This design comes from an exercise in tuning for small area on the open sky130 flow, not from production work. Only simulation tests tie the RTL to the original design; equivalence was not proved. Power is estimated from default activity; no workload was simulated.

==> flow/design.v <==
package hce_pkg;
    localparam int FREQ_W            = 23;
    localparam int BINW_W            = 24;
    localparam int MAG_W             = 24;
    localparam int ENERGY_W          = 35;
    localparam int CFG_IDX_W         = 1;
    localparam int CFG_DATA_W        = 24;
    localparam int S_TDATA_W         = 24;
    localparam int M_TDATA_W         = 40;
    localparam int DEF_NUM_HARMONICS = 30;
    localparam int DEF_MAX_BINS      = 2048;
    typedef enum logic [CFG_IDX_W-1:0] {
        CFG_FUND = 1'b0,
        CFG_BINW = 1'b1
    } t_cfg_idx;
endpackage
module hce_match #(
    parameter int NUM_HARMONICS = hce_pkg::DEF_NUM_HARMONICS,
    parameter int HW            = 29,
    parameter int CW            = 36
) (
    input  logic [NUM_HARMONICS-1:0][HW-1:0] i_harm,
    input  logic [CW-1:0]                 i_c2,
    input  logic [hce_pkg::BINW_W-1:0]    i_bw,
    output logic                          o_sel
);
    localparam int CMPW = ((CW > HW) ? CW : HW) + 1;
    logic [CMPW-1:0]          c2_ext;
    logic [CMPW-1:0]          hi_edge;
    logic [NUM_HARMONICS-1:0] hit;
    assign c2_ext  = CMPW'(i_c2);
    assign hi_edge = c2_ext + CMPW'(i_bw);
    always_comb begin
        for (int h = 0; h < NUM_HARMONICS; h++) begin
            hit[h] = ((CMPW'(i_harm[h]) + CMPW'(i_bw)) >= c2_ext) &&
                     (CMPW'(i_harm[h]) <= hi_edge);
        end
    end
    assign o_sel = |hit;
endmodule
module harmonic_comb_energy #(
    parameter int NUM_HARMONICS = hce_pkg::DEF_NUM_HARMONICS,
    parameter int MAX_BINS      = hce_pkg::DEF_MAX_BINS
) (
    input  logic                              i_clk,
    input  logic                              i_rst_n,
    input  logic                              i_s_tvalid,
    output logic                              o_s_tready,
    input  logic [hce_pkg::S_TDATA_W-1:0]     i_s_tdata,    
    input  logic                              i_s_tlast,    
    output logic                              o_m_tvalid,
    input  logic                              i_m_tready,
    output logic [hce_pkg::M_TDATA_W-1:0]     o_m_tdata,    
    input  logic                              i_cfg_we,
    input  logic [hce_pkg::CFG_IDX_W-1:0]     i_cfg_idx,
    input  logic [hce_pkg::CFG_DATA_W-1:0]    i_cfg_data
);
    localparam int KW = (MAX_BINS > 2) ? $clog2(MAX_BINS) : 1;
    localparam int HW = hce_pkg::FREQ_W + 1 + $clog2(NUM_HARMONICS + 1);
    localparam int CW = hce_pkg::BINW_W + KW + 1;
    localparam int PW = hce_pkg::BINW_W + KW;
    localparam int EW = hce_pkg::ENERGY_W;
    localparam int MW = hce_pkg::MAG_W;
    localparam logic [KW-1:0] CNT_MAX = KW'(MAX_BINS - 1);
    logic [NUM_HARMONICS-1:0][HW-1:0] r_harm;
    logic [hce_pkg::BINW_W-1:0]   r_bw;
    logic [KW-1:0]  r_bin_cnt;
    logic           r_v1, r_v2, r_v3;
    logic [KW-1:0]  r_k1;
    logic [MW-1:0]  r_mag1, r_mag2, r_mag3;
    logic           r_last1, r_last2, r_last3;
    logic [CW-1:0]  r_c2;
    logic           r_sel3;
    logic           n_sel;
    logic [EW-1:0]  r_sum;
    logic [EW-1:0]  n_sum;
    logic [EW:0]    sum_wide;
    logic [EW-1:0]  r_out_data;
    logic           r_out_valid;
    logic           advance;
    logic           s_acc;
    assign advance    = !(r_v3 && r_last3 && r_out_valid && !i_m_tready);
    assign o_s_tready = advance;
    assign s_acc      = i_s_tvalid && advance;
    always_ff @(posedge i_clk) begin
        if (!i_rst_n) begin
            r_bw <= '0;
            for (int h = 0; h < NUM_HARMONICS; h++) begin
                r_harm[h] <= '0;
            end
        end else if (i_cfg_we) begin
            if (i_cfg_idx == hce_pkg::CFG_FUND) begin
                for (int h = 0; h < NUM_HARMONICS; h++) begin
                    r_harm[h] <= HW'((HW'(h + 1) *
                                      HW'(i_cfg_data[hce_pkg::FREQ_W-1:0])) << 1);
                end
            end else if (i_cfg_idx == hce_pkg::CFG_BINW) begin
                r_bw <= i_cfg_data[hce_pkg::BINW_W-1:0];
            end
        end
    end
    always_ff @(posedge i_clk) begin
        if (!i_rst_n) begin
            r_bin_cnt <= '0;
        end else if (s_acc) begin
            if (i_s_tlast) begin
                r_bin_cnt <= '0;
            end else if (r_bin_cnt < CNT_MAX) begin
                r_bin_cnt <= r_bin_cnt + 1'b1;
            end
        end
    end
    always_ff @(posedge i_clk) begin
        if (!i_rst_n) begin
            r_v1 <= 1'b0;
            r_v2 <= 1'b0;
            r_v3 <= 1'b0;
        end else if (advance) begin
            r_v1 <= s_acc;
            r_v2 <= r_v1;
            r_v3 <= r_v2;
        end
    end
    hce_match #(
        .NUM_HARMONICS (NUM_HARMONICS),
        .HW            (HW),
        .CW            (CW)
    ) u_match (
        .i_harm (r_harm),
        .i_c2   (r_c2),
        .i_bw   (r_bw),
        .o_sel  (n_sel)
    );
    always_ff @(posedge i_clk) begin
        if (advance) begin
            r_k1    <= r_bin_cnt;
            r_mag1  <= i_s_tdata[MW-1:0];
            r_last1 <= i_s_tlast;
            r_c2    <= {PW'(PW'(r_k1) * PW'(r_bw)), 1'b0};
            r_mag2  <= r_mag1;
            r_last2 <= r_last1;
            r_sel3  <= n_sel;
            r_mag3  <= r_mag2;
            r_last3 <= r_last2;
        end
    end
    always_comb begin
        sum_wide = {1'b0, r_sum} + (EW + 1)'(r_sel3 ? r_mag3 : '0);
        n_sum    = sum_wide[EW] ? {EW{1'b1}} : sum_wide[EW-1:0];
    end
    always_ff @(posedge i_clk) begin
        if (!i_rst_n) begin
            r_sum       <= '0;
            r_out_valid <= 1'b0;
        end else begin
            if (advance && r_v3) begin
                r_sum <= r_last3 ? '0 : n_sum;
            end
            if (advance && r_v3 && r_last3) begin
                r_out_valid <= 1'b1;
            end else if (i_m_tready) begin
                r_out_valid <= 1'b0;
            end
        end
    end
    always_ff @(posedge i_clk) begin
        if (advance && r_v3 && r_last3) begin
            r_out_data <= n_sum;
        end
    end
    assign o_m_tvalid = r_out_valid;
    assign o_m_tdata  = hce_pkg::M_TDATA_W'(r_out_data);
endmodule
==> flow/run.sh <==
#!/bin/bash
# synth_recipe.tcl (not shown) runs the flow's synth.tcl, then flattens the netlist and writes it again
# the make line also repeats each setting of config.mk as NAME=value (left out here)
make -C /OpenROAD-flow-scripts/flow DESIGN_CONFIG=/design/flow/config.mk WORK_HOME=/design/flow/orfs CLKGATE_MAP_FILE= SYNTH_SCRIPT=/design/flow/synth_recipe.tcl finish
==> flow/config.mk <==
export PLATFORM = sky130hd
export DESIGN_NAME = harmonic_comb_energy
export DESIGN_NICKNAME = harmonic_comb_energy
export VERILOG_FILES = /design/flow/design.v
export SDC_FILE = /design/flow/constraint.sdc
export NUM_CORES = 4
export LEC_CHECK = 0
export CAP_MARGIN = 20
export CORE_MARGIN = 2
export CORE_UTILIZATION = 40
export SLEW_MARGIN = 20
==> flow/constraint.sdc <==
create_clock -name core_clock -period 10.0 [get_ports {i_clk}]
set_input_delay 2.0000 -clock core_clock [delete_from_list [all_inputs] [get_ports {i_clk}]]
set_output_delay 2.0000 -clock core_clock [all_outputs]
set_load 0.01 [all_outputs]
==> impl_metrics.csv <==
group,metric,value,unit
sta,tightest_slew,1.32,ns
floorplan,fp.coreArea,279000,um2
cells_and_area,drive_gt1_share,4.66,%
critical_path,critPathSlowestCell,"o311ai_0",
drt,drt-vias-per-instance,6.09,
power_and_ir_drop,ir_drop,0.000136,V
cells_and_area,area_delta_synth_final,9.22,%
global_route,grt_usage,33.2,%
outcome,status,"timing/DRC/antenna clean",
floorplan,die-area,284000,um2
floorplan,rows,194,
clock_network,cts_hold_buf,0,
placement,finalWeightedCongestion,1.07,
sta,tns,0,ns
drt,final_antenna_net_count,0,
critical_path,crit_arrival,10.09,ns
synthesis,yosysTopAreaCell,"ha_1",
critical_path,reg2reg_from,"r_bw[5]$_SDFFE_PN0P_",
clock_network,tritoncts,"done",
clock_network,clock_sinks,592,
clock_network,cts-buffers-inserted,84,
synthesis,synth.most_common_cell,"ha_1",
global_route,grt_first_pass_wirelength,692000,um
critical_path,worstSetupStartpointType,"flop",
hold_path,hold_path.startpoint,"r_mag2[7]$_DFFE_PN_",
critical_path,reg2reg_setup_slack,0.43,ns
cells_and_area,final_util,43.8,%
drt,wire_per_inst,27.6,um
drt,drtIter0Drc,11489,
clock_network,post_cts_buffers,0,
floorplan,die_y,533,um
sta,period_needed,9.57,ns
sta,finalHoldViolations,0,
critical_path,path_max_fanout,26,
clock_network,clock_latency,0.84,ns
clock_network,clkTransAtPathRegs,0.06,ns
floorplan,ios,97,
synthesis,synth-seq-cells,592,
floorplan,die_w,533,um
placement,dp_hpwl,379000,um
cells_and_area,fillCellCount,28076,
placement,port_buffers,91,
clock_network,ctsRootBufferMaster,"clkbuf_16",
drt,dr.pass1.iters,6,
critical_path,critPathLaunch,"r_bw[5]$_SDFFE_PN0P_",
hold_path,worstHoldPathType,"flop to flop",
clock_network,htree_levels,3,
synthesis,synthFlopType,"dfxtp_1",
critical_path,timing_worst_setup_path_type,"flop to flop",
sta,rsz0062_at_grt,"false",
sta,slew_viol_final,0,
sta,whs,0.415,ns
synthesis,seq_area_frac_synth,12.0,%
critical_path,critPathMaxStageDelay,0.82,ns
synthesis,netlist.area_leader.share,29.0,%
drt,drc,0,
synthesis,yosys_warnings,2,
synthesis,synthCells,13530,
sta,fin_crit_sh,95.7,%
power_and_ir_drop,leakagePower,59.6,nW
clock_network,clock_path_buffers,4,
global_route,grt_pass1_vias,98569,
global_route,antenna_found_initial,47,
sta,setup_violations,0,
sta,fmax,105,MHz
synthesis,synthArstFlopShare,0,%
global_route,globalRoute.totalOverflow,0,
placement,pre_cts_ws,1.28,ns
job,max_cap_viol_count,0,
synthesis,synth_edf_count,157,
synthesis,syn_avg_cell_area,8.27,um2
synthesis,yosys-top-cells-count,"2594 x ha_1, 1250 x nand2_1, 1070 x a21oi_1",
cells_and_area,nets,16896,
cells_and_area,seqCellArea,13400,um2
power_and_ir_drop,p_per_area,136,nW/um2
global_route,grt_max_degree,190,
critical_path,cp_common_cell,"o21ai_0",
sta,skew,0.0733,ns
sta,slew_headroom,11.2,%
critical_path,end_kind,"flop",
floorplan,initial_core_util,40.1,%
cells_and_area,multi_input_area,94300,um2
synthesis,yosysUniqueCellTypes,98,
drt,routed-via-count,107092,
synthesis,synth_area,112000,um2
synthesis,synthTopCellsByArea,"ha_1 29%, fa_1 8.5%, dfxtp_1 7.8%, xnor2_1 5.3%, a21oi_1 4.8%",
clock_network,cts_resized,0,
drt,routed_wl,485000,um
sta,timing.final.ws_setup,0.432,ns
critical_path,cp.required,10.53,ns
-- registers in the layout, indices dropped and copies added (netlist names) --
register	cells
r_bin_cnt	11
r_bw	24
r_c2	35
r_harm	361
r_k1	11
r_last1	1
r_last2	1
r_last3	1
r_mag1	24
r_mag2	24
r_mag3	24
r_out_data	35
r_out_valid	1
r_sel3	1
r_sum	35
r_v1	1
r_v2	1
r_v3	1
-- critical path: cells and delay by family (launching register included) --
family	cells	cell delay (ns)
flops	1	0.63
buf+inv	1	0.53
fa+ha+maj	2	0.82
simple gates	5	0.72
compound gates	18	6.51
-- power by group --
part	switching [mW]	internal, mW	leakage [nW]	total [mW]
clock	1.33	1.96	1.42	3.30
combinational	6.32	3.88	52.9	10.2
sequential	0.501	2.68	5.27	3.18
total	8.15	8.51	59.6	16.7
-- layer usage --
| layer | vias up | wire [um] | global-route usage, % |
|---|---|---|---|
| li1 | 49863 | - | - |
| met1 | 50419 | 195000 | 41.9 |
| met2 | 5364 | 193000 | 48.1 |
| met5 | - | 63 | 0 |
| met3 | 1436 | 51200 | 8.36 |
| met4 | 10 | 45400 | 25.5 |
-- cells by family after synthesis --
group / after synthesis / synth area share [%]
AND/OR/NAND/NOR: 3969 / 17.3
AO/OA/AOI/OAI: 3716 / 21.3
adder cells (fa/ha/maj): 3071 / 37.6
buffers and inverters: 1194 / 4.03
XOR/XNOR: 974 / 7.63
flip-flops: 592 / 12.0
multiplexers: 13 / 0.119
other: 1 / 0.00335
-- layout make-up --
class / instances / area share [%]
well taps: 3724 / 3.81
inverters: 971 / 2.99
repair buffers: 373 / 2.57
diodes: 33 / 0.0676
flip-flops and latches: 592 / 11.0
multi-input cells: 11748 / 77.2
clock inverters: 38 / 0.437
clock buffers: 112 / 1.95
-- final timing paths --
path / endpoint / depth (start not counted)
worst max-delay path: r_sel3$_DFFE_PN_ / 26
worst min-delay path: r_mag3[7]$_DFFE_PN_ / 0
worst max register to register: r_sel3$_DFFE_PN_ / 26
worst min register to register: r_mag3[7]$_DFFE_PN_ / 0
-- layout by cell type, fill, tap and decap left out, types with 106 or more instances in the layout --
master	n
a211oi_1	161
a21boi_0	168
a21o_1	485
a21oi_1	1070
a31oi_1	106
and2_1	354
and3_1	120
buf_4	268
dfxtp_1	415
edfxtp_1	157
fa_1	477
ha_1	2594
inv_1	947
nand2_1	1248
nand2b_1	126
nand3_1	303
nand4_1	293
nor2_1	738
nor2b_1	139
nor3_1	275
o21a_1	159
o21ai_0	813
o21bai_1	111
xnor2_1	665
xor2_1	289
-- per-stage QoR --
step | instance area, um2 | instances | total power [mW]
after CTS | 122000 | 17558 | 16.3
after global placement | 119000 | 17408 | 13.0
after floorplan | 112000 | 13534 | 9.54
final | 122000 | 17591 | 16.7
after detailed placement | 119000 | 17408 | 13.0
after global routing | 122000 | 17566 | 17.6

## static timing again, ports no longer ideal
Ports are ideal in the flow. The routed layout listed here was re-timed in OpenROAD. Step 1 (the two cells are an assumption about what drives the block):
set clk [get_ports {i_clk}]
set_driving_cell -lib_cell sky130_fd_sc_hd__clkbuf_16 $clk
set_driving_cell -lib_cell sky130_fd_sc_hd__buf_2 [delete_from_list [all_inputs] $clk]
Step 2, shift: input delay + t, output delay - t, t = (earliest + latest rising clock arrival at the registers) / 2. This alone moves slack from input paths to output paths. Slacks: ideal ports / drivers / drivers and shift; pairs: ideal ports / drivers.
t, ns: 0.910
setup slack, ns: 0.432 / 0.432 / 0.432
hold WS [ns]: 0.415 / 0.415 / 0.415
worst register clock-pin slew, ns: 0.07 / 0.07
pins driven straight from the clock port: 1
After both steps this run still meets setup and hold. For this run, drivers alone change the setup slack by 0.000 ns; drivers and shift together by 0.000 ns.
